Source: an optimization exercise on an open RTL-to-GDS flow (aim: small area). Production flows keep margins and buffers that such runs may drop. Function was checked by simulation only, so behaviour that the tests miss may differ from the original. Power is estimated from default activity; no workload was simulated.

**flow/design.v**
```verilog
package imem_loader_pkg;
  localparam int unsigned LEN_W          = 16;   
  localparam int unsigned BYTE_W         = 8;    
  localparam int unsigned WORD_W         = 32;   
  localparam int unsigned BYTE_IDX_W     = 2;    
  typedef enum logic [2:0] {
    HDR0,
    HDR1,
    PAYLOAD,
    CSUM,
    DONE,
    ERR
  } load_state_e;
endpackage
module imem_array
#(
  parameter int unsigned ADDR_W     = 6,
  parameter logic [31:0] RESET_WORD = 32'h0000_0000
) (
  input  logic              clk,
  input  logic              rst,
  input  logic              we,
  input  logic [ADDR_W-1:0] waddr,
  input  logic [imem_loader_pkg::WORD_W-1:0] wdata,
  input  logic [ADDR_W-1:0] raddr,
  output logic [imem_loader_pkg::WORD_W-1:0] rdata_c
);
  localparam int unsigned DEPTH = 1 << ADDR_W;
  logic [imem_loader_pkg::WORD_W-1:0] mem [DEPTH];
  always_ff @(posedge clk or posedge rst) begin
    if (rst) begin
      for (int i = 0; i < int'(DEPTH); i++) begin
        mem[i] <= RESET_WORD;
      end
    end else if (we) begin
      mem[waddr] <= wdata;
    end
  end
  assign rdata_c = mem[raddr];
endmodule
module imem_loader
#(
  parameter int unsigned ADDR_W     = 6,
  parameter logic [31:0] RESET_WORD = 32'h0000_0000
) (
  input  logic              clk,
  input  logic              rst,
  input  logic              in_valid,
  input  logic [imem_loader_pkg::BYTE_W-1:0] in_data,
  output logic              in_ready,
  input  logic [31:0]       pc,
  output logic [imem_loader_pkg::WORD_W-1:0] instruction,
  output logic              cpu_rst,
  output logic              load_done,
  output logic              load_error,
  output logic [ADDR_W:0]   words_loaded
);
  localparam int unsigned CNT_W = ADDR_W + 1;
  localparam int unsigned DEPTH = 1 << ADDR_W;
  imem_loader_pkg::load_state_e state_q;
  imem_loader_pkg::load_state_e state_d;
  logic [imem_loader_pkg::BYTE_W-1:0]       len_hi_q, len_hi_d;
  logic [imem_loader_pkg::LEN_W-1:0]        len_q, len_d;
  logic [imem_loader_pkg::BYTE_IDX_W-1:0]   byte_idx_q, byte_idx_d;
  logic [imem_loader_pkg::WORD_W-9:0]       word_q, word_d;
  logic [imem_loader_pkg::BYTE_W-1:0]       csum_q, csum_d;
  logic [CNT_W-1:0]        words_q, words_d;
  logic                    ready_q, done_q, err_q, cpu_rst_q;
  logic                    xfer_c;
  logic [imem_loader_pkg::LEN_W-1:0]        len_c;
  logic                    we_c;
  logic [imem_loader_pkg::WORD_W-1:0]       wdata_c;
  logic                    pc_unused;
  assign xfer_c    = in_valid && ready_q;
  assign len_c     = {len_hi_q, in_data};
  assign pc_unused = ^{pc[31:ADDR_W+2], pc[1:0]};
  always_ff @(posedge clk or posedge rst) begin
    if (rst) begin
      state_q    <= imem_loader_pkg::HDR0;
      len_hi_q   <= '0;
      len_q      <= '0;
      byte_idx_q <= '0;
      word_q     <= '0;
      csum_q     <= '0;
      words_q    <= '0;
      ready_q    <= 1'b0;
      done_q     <= 1'b0;
      err_q      <= 1'b0;
      cpu_rst_q  <= 1'b1;
    end else begin
      state_q    <= state_d;
      len_hi_q   <= len_hi_d;
      len_q      <= len_d;
      byte_idx_q <= byte_idx_d;
      word_q     <= word_d;
      csum_q     <= csum_d;
      words_q    <= words_d;
      ready_q    <= (state_d == imem_loader_pkg::HDR0) || (state_d == imem_loader_pkg::HDR1) ||
                    (state_d == imem_loader_pkg::PAYLOAD) || (state_d == imem_loader_pkg::CSUM);
      done_q     <= (state_d == imem_loader_pkg::DONE);
      err_q      <= (state_d == imem_loader_pkg::ERR);
      cpu_rst_q  <= (state_q != imem_loader_pkg::DONE);
    end
  end
  always_comb begin
    state_d    = state_q;
    len_hi_d   = len_hi_q;
    len_d      = len_q;
    byte_idx_d = byte_idx_q;
    word_d     = word_q;
    csum_d     = csum_q;
    words_d    = words_q;
    we_c       = 1'b0;
    wdata_c    = {word_q, in_data};
    case (state_q)
      imem_loader_pkg::HDR0: begin
        if (xfer_c) begin
          len_hi_d = in_data;
          state_d  = imem_loader_pkg::HDR1;
        end
      end
      imem_loader_pkg::HDR1: begin
        if (xfer_c) begin
          len_d = len_c;
          if (32'(len_c) > DEPTH) begin
            state_d = imem_loader_pkg::ERR;
          end else if (len_c == '0) begin
            state_d = imem_loader_pkg::CSUM;
          end else begin
            state_d = imem_loader_pkg::PAYLOAD;
          end
        end
      end
      imem_loader_pkg::PAYLOAD: begin
        if (xfer_c) begin
          csum_d     = csum_q ^ in_data;
          byte_idx_d = byte_idx_q + 2'd1;
          word_d     = {word_q[imem_loader_pkg::WORD_W-17:0], in_data};
          if (byte_idx_q == 2'd3) begin
            we_c    = 1'b1;
            words_d = words_q + CNT_W'(1);
            if (32'(words_q) + 32'd1 == 32'(len_q)) begin
              state_d = imem_loader_pkg::CSUM;
            end
          end
        end
      end
      imem_loader_pkg::CSUM: begin
        if (xfer_c) begin
          state_d = (in_data == csum_q) ? imem_loader_pkg::DONE : imem_loader_pkg::ERR;
        end
      end
      imem_loader_pkg::DONE: state_d = imem_loader_pkg::DONE;
      imem_loader_pkg::ERR:  state_d = imem_loader_pkg::ERR;
      default: state_d = imem_loader_pkg::ERR;
    endcase
  end
  imem_array #(
    .ADDR_W     (ADDR_W),
    .RESET_WORD (RESET_WORD)
  ) u_imem_array (
    .clk     (clk),
    .rst     (rst),
    .we      (we_c),
    .waddr   (words_q[ADDR_W-1:0]),
    .wdata   (wdata_c),
    .raddr   (pc[ADDR_W+1:2]),
    .rdata_c (instruction)
  );
  assign in_ready     = ready_q;
  assign cpu_rst      = cpu_rst_q;
  assign load_done    = done_q;
  assign load_error   = err_q;
  assign words_loaded = words_q;
endmodule
```
**flow/run.sh**
```bash
#!/bin/bash
# synth_recipe.tcl (not shown) runs the flow's synth.tcl, then flattens the netlist and writes it again
# the make line also repeats each setting of config.mk as NAME=value (left out here)
make -C /OpenROAD-flow-scripts/flow DESIGN_CONFIG=/design/flow/config.mk WORK_HOME=/design/flow/orfs CLKGATE_MAP_FILE= SYNTH_SCRIPT=/design/flow/synth_recipe.tcl finish
```
**flow/config.mk**
```make
export PLATFORM = sky130hd
export DESIGN_NAME = imem_loader
export DESIGN_NICKNAME = imem_loader
export VERILOG_FILES = /design/flow/design.v
export SDC_FILE = /design/flow/constraint.sdc
export NUM_CORES = 4
export LEC_CHECK = 0
export CAP_MARGIN = 20
export CORE_MARGIN = 2
export CORE_UTILIZATION = 30
export PLACE_DENSITY = 0.4
export SLEW_MARGIN = 20
```
**flow/constraint.sdc**
```tcl
create_clock -name core_clock -period 12.0 [get_ports {clk}]
set_input_delay 2.4000 -clock core_clock [delete_from_list [all_inputs] [get_ports {clk}]]
set_output_delay 2.4000 -clock core_clock [all_outputs]
set_load 0.01 [all_outputs]
```
==> notes.md <==
==> per-layer routing <==
metal / wire (um) / vias to the layer above
met5: 51 / -
met4: 19700 / 8
met3: 28900 / 731
met2: 223000 / 2887
met1: 209000 / 37000
li1: - / 25400
==> power groups by stage <==
stage / clock network (mW) / registers (mW) / logic, mW
CTS: 8.06 / 7.20 / 0.481
floorplan: 0 / 7.36 / 0.246
global route: 8.35 / 7.20 / 0.512
global placement: 0 / 7.33 / 0.476
finish: 7.94 / 7.20 / 0.481
detailed placement: 0 / 7.33 / 0.480
==> final cells by class <==
class / instances / area (um2)
sequential: 2120 / 53100
timing repair buffer: 357 / 3240
multi-input combinational: 4073 / 37700
clock inverter: 58 / 661
inverter: 7 / 30.0
tap: 4120 / 5150
clock buffer: 397 / 7710
antenna: 17 / 42.5
fill: 30200 / 202000
==> flip-flops by register name (all words and copies together) (netlist names), 2 cells and up <==
| signal | flops |
|---|---|
| u_imem_array.mem | 2048 |
| csum_q | 8 |
| len_q | 16 |
| state_q | 3 |
| word_q | 24 |
| words_q | 7 |
| len_hi_q | 8 |
| byte_idx_q | 2 |
==> per-stage QoR <==
| stage | worst slack, ps | hold slack, ps |
|---|---|---|
| 2_1_floorplan | -19840 | 449 |
| 3_3_place_gp | 2140 | 459 |
| 3_5_place_dp | 2110 | 466 |
| 4_1_cts | 2120 | 479 |
| 5_1_grt | 2120 | 491 |
| 6_report | 2110 | 478 |
==> worst max-delay path: stages <==
cell	delay, ps
sky130_fd_sc_hd__buf_2	590
sky130_fd_sc_hd__nor4bb_4	790
sky130_fd_sc_hd__buf_4	560
sky130_fd_sc_hd__and2_2	1120
sky130_fd_sc_hd__buf_4	480
sky130_fd_sc_hd__a22oi_1	170
sky130_fd_sc_hd__nand4_1	210
sky130_fd_sc_hd__nor4_1	90
sky130_fd_sc_hd__a31oi_1	340
sky130_fd_sc_hd__clkdlybuf4s50_1	630
==> worst paths after layout <==
path | from | end | slack (ps) | depth (start not counted)
setup / recovery | pc[3] | instruction[20] | 2110 | 10
hold / removal | u_imem_array.mem[28][15] | u_imem_array.mem[28][15] | 480 | 1
setup reg to reg | state_q[2] | u_imem_array.mem[8][16] | 6730 | 9
hold reg to reg | u_imem_array.mem[28][15] | u_imem_array.mem[28][15] | 480 | 1
max in group asynchronous | rst | u_imem_array.mem[21][26] | 7350 | 6
min in group asynchronous | rst | words_q[0] | 1900 | 2
==> placed cells by master (no fill, tap or decap), types with 8 or more instances in the layout <==
cell type                         instances
sky130_fd_sc_hd__nor2_1                  58
sky130_fd_sc_hd__dfrtp_2                 14
sky130_fd_sc_hd__dfrtp_1               2096
sky130_fd_sc_hd__a222oi_1                17
sky130_fd_sc_hd__clkbuf_1                76
sky130_fd_sc_hd__clkdlybuf4s50_1         45
sky130_fd_sc_hd__buf_12                  30
sky130_fd_sc_hd__xnor2_1                 24
sky130_fd_sc_hd__nor2_4                 104
sky130_fd_sc_hd__nor3_1                  43
sky130_fd_sc_hd__nand4_1                130
sky130_fd_sc_hd__buf_4                  262
sky130_fd_sc_hd__inv_6                   13
sky130_fd_sc_hd__buf_2                   14
sky130_fd_sc_hd__nor4_1                  53
sky130_fd_sc_hd__clkbuf_16              267
sky130_fd_sc_hd__nand3_1                 85
sky130_fd_sc_hd__a22oi_1                791
sky130_fd_sc_hd__a2111oi_0               41
sky130_fd_sc_hd__diode_2                 17
sky130_fd_sc_hd__nand2_1                184
sky130_fd_sc_hd__and2_2                   9
sky130_fd_sc_hd__clkbuf_8                54
sky130_fd_sc_hd__and3_1                 151
sky130_fd_sc_hd__a32oi_1                 10
sky130_fd_sc_hd__clkinv_2                26
sky130_fd_sc_hd__dfrtp_4                  9
sky130_fd_sc_hd__xor2_1                  10
sky130_fd_sc_hd__nor2b_1                  8
sky130_fd_sc_hd__a31oi_1                 27
sky130_fd_sc_hd__a21oi_1                 53
sky130_fd_sc_hd__mux2i_1                 21
sky130_fd_sc_hd__a22o_1                  32
sky130_fd_sc_hd__mux2_1                 127
sky130_fd_sc_hd__mux2_2                1958
==> cell families (layout without fill, tap and decap cells) <==
family / Yosys count / in the layout / share of synthesized area [%]
DFF: 2120 / 2120 / 56.8
muxes: 2106 / 2106 / 25.4
AOI/OAI and AO/OA: 1019 / 1019 / 8.21
and+or+nand+nor: 909 / 909 / 5.55
buffers and inverters: 686 / 819 / 3.73
xor gates and xnor gates: 34 / 34 / 0.319
adders and majority gates: 5 / 5 / 0.0670
other: 0 / 17 / 0
==> results.py <==
metrics = {
    "setup_path": {
        "critical_path_arrival_ps": 7490,
        "critical_path.max_fanout": 30,
        "required_worst_endpoint_ps": 9600,
        "start_kind": "primary input",
        "critPathCaptureType": "output port",
        "worstSetupPathType": "in -> out",
    },
    "grt": {
        "grt_max_degree": 178,
        "global_route.usage.met2_pct": 47.5,
        "grt.overflow.total": 0,
        "met3_usage_in_global_routing_pct": 4.20,
        "grt_usage_pct": 29.8,
        "grt_most_used_layer": "met2",
        "grt_first_pass_wirelength_mm": 634,
        "first_global_vias": 65000,
        "antenna_violations_before_repair": 61,
        "globalRouteMet1Util_pct": 40.9,
    },
    "power": {
        "fin_total_pwr_mw": 15.6,
        "internal_power_mw": 11.9,
        "power.share.sequential_pct": 46.1,
        "leakagePower_nw": 51.5,
        "worst_vdd_rail_ir_drop_mv": 0.0855,
        "clockPowerShare_pct": 50.8,
        "power_switching_mw": 3.75,
        "power_density_nw_per_um2": 145,
        "p_sw_share_pct": 24.0,
        "pwr-share-comb_pct": 3.1,
    },
    "logic_synthesis": {
        "yosysWarnings": 3,
        "post_synth.cell_area_avg_um2": 13.6,
        "synthDominantAreaCellType": "sky130_fd_sc_hd__dfrtp_1",
        "synth_top_cells_by_area": "sky130_fd_sc_hd__dfrtp_1, sky130_fd_sc_hd__mux2_2, sky130_fd_sc_hd__a22oi_1",
        "synth.ff_latch_count": 2120,
        "yosysUniqueCellTypes": 77,
        "number_of_flops_mapped_to_enable_cells_by_yosys": 0,
        "ys_seq_area_share_pct": 56.8,
        "netlist.area_leader.share_pct": 56.7,
        "synthesis.nets": 6927,
        "synthesis.area_um2": 93400,
        "post_synth_inst_count": 6879,
        "ys_async_sr_fraction_pct": 100,
        "synth_ff_type": "sky130_fd_sc_hd__dfrtp_1",
        "netlist_top_cells_count": "sky130_fd_sc_hd__dfrtp_1, sky130_fd_sc_hd__mux2_2, sky130_fd_sc_hd__a22oi_1, sky130_fd_sc_hd__clkbuf_1, sky130_fd_sc_hd__nand2_1",
        "synthMostInstantiatedCell": "sky130_fd_sc_hd__dfrtp_1",
    },
    "floorplan": {
        "die-area_um2": 316000,
        "initial_core_util_pct": 30.2,
        "floorplan.core_area_um2": 309000,
        "fp.dieW_um": 562,
        "ios": 86,
        "placementRows": 204,
        "die-height_um": 562,
    },
    "clocking": {
        "count_of_clock_tree_sinks": 2120,
        "cts_buffers": 263,
        "holdBufCountCts": 0,
        "worstSkewPairLatency_ps": 920,
        "postCtsSetupBuffers": 0,
        "post_cts_repair_resize_count": 0,
        "tritoncts": "done",
        "clk_pin_slew_worst_paths_ps": 60,
        "htree_num_levels": 5,
        "cts.root.buffer_cell": "sky130_fd_sc_hd__clkbuf_16",
        "cts-root-to-sink-buffers": 4,
    },
    "layout": {
        "final_cells": 11100,
        "post_route_cells_drive_above_1_share_pct": 40.6,
        "final_net_count": 6870,
        "finalInstanceArea_um2": 108000,
        "layout-area-overhead-vs-synth_pct": 15.1,
        "postLayoutCoreUtil_pct": 34.8,
    },
    "sta": {
        "actual_slew_at_the_worst_max_slew_pin_ps": 1290,
        "post_route_skew_ps": 63.8,
        "final.setup.tns_ps": 0,
        "maxSlewViolCount": 0,
        "max_slew_margin_pct": 14.0,
        "final_period_minus_worst_setup_slack_ps": 9890,
        "setup_repair_after_global_routing_missed_its_margin": "no",
        "fmax_ghz": 0.101,
        "timing.final.crit_share_pct": 82.4,
        "hold_viol": 0,
        "final_setup_violation_count": 0,
    },
    "drt": {
        "drt-initial-drc-count": 7405,
        "drtPass1Iterations": 6,
        "wl_per_cell_um": 43.1,
        "vias_per_cell": 5.92,
        "drc": 0,
        "route.vias.total": 66100,
        "antenna_left": 0,
        "drt_wl_total_mm": 481,
    },
    "placement": {
        "detailed_place_hpwl_mm": 281,
        "dpl-instance-area_um2": 99100,
        "gp_routability_congestion": 0.825,
        "port_buffers": 59,
        "place_inst": 10700,
    },
    "run_status": {
        "result_of_the_run": "complete, no violations",
    },
    "min_path": {
        "worst_hold_path_type": "reg -> reg",
    },
    "flow_run": {
        "max-cap-violations": 0,
    },
}

-- static timing again, ports no longer ideal --
The flow's constraints put no driver on any port. The routed layout listed below was extracted and timed again, unchanged, in two steps.
Step 1 (the two cells are an assumption about what drives the block):
set clk [get_ports {clk}]
set_driving_cell -lib_cell sky130_fd_sc_hd__clkbuf_16 $clk
set_driving_cell -lib_cell sky130_fd_sc_hd__buf_2 [delete_from_list [all_inputs] $clk]
Step 2, shift: input delay + t, output delay - t, t = (earliest + latest rising clock arrival at the registers) / 2. This alone moves slack from input paths to output paths.
Three values: ideal ports, drivers, drivers and shift; two values: the first two.
shift t [ns]: 0.993
setup WS [ns]: 2.110 / 1.934 / 1.934
pins driven straight from the clock port: 1
After both steps setup and hold are still met in this run. For this run, drivers alone change the setup slack by -0.176 ns; drivers and shift together by -0.176 ns.
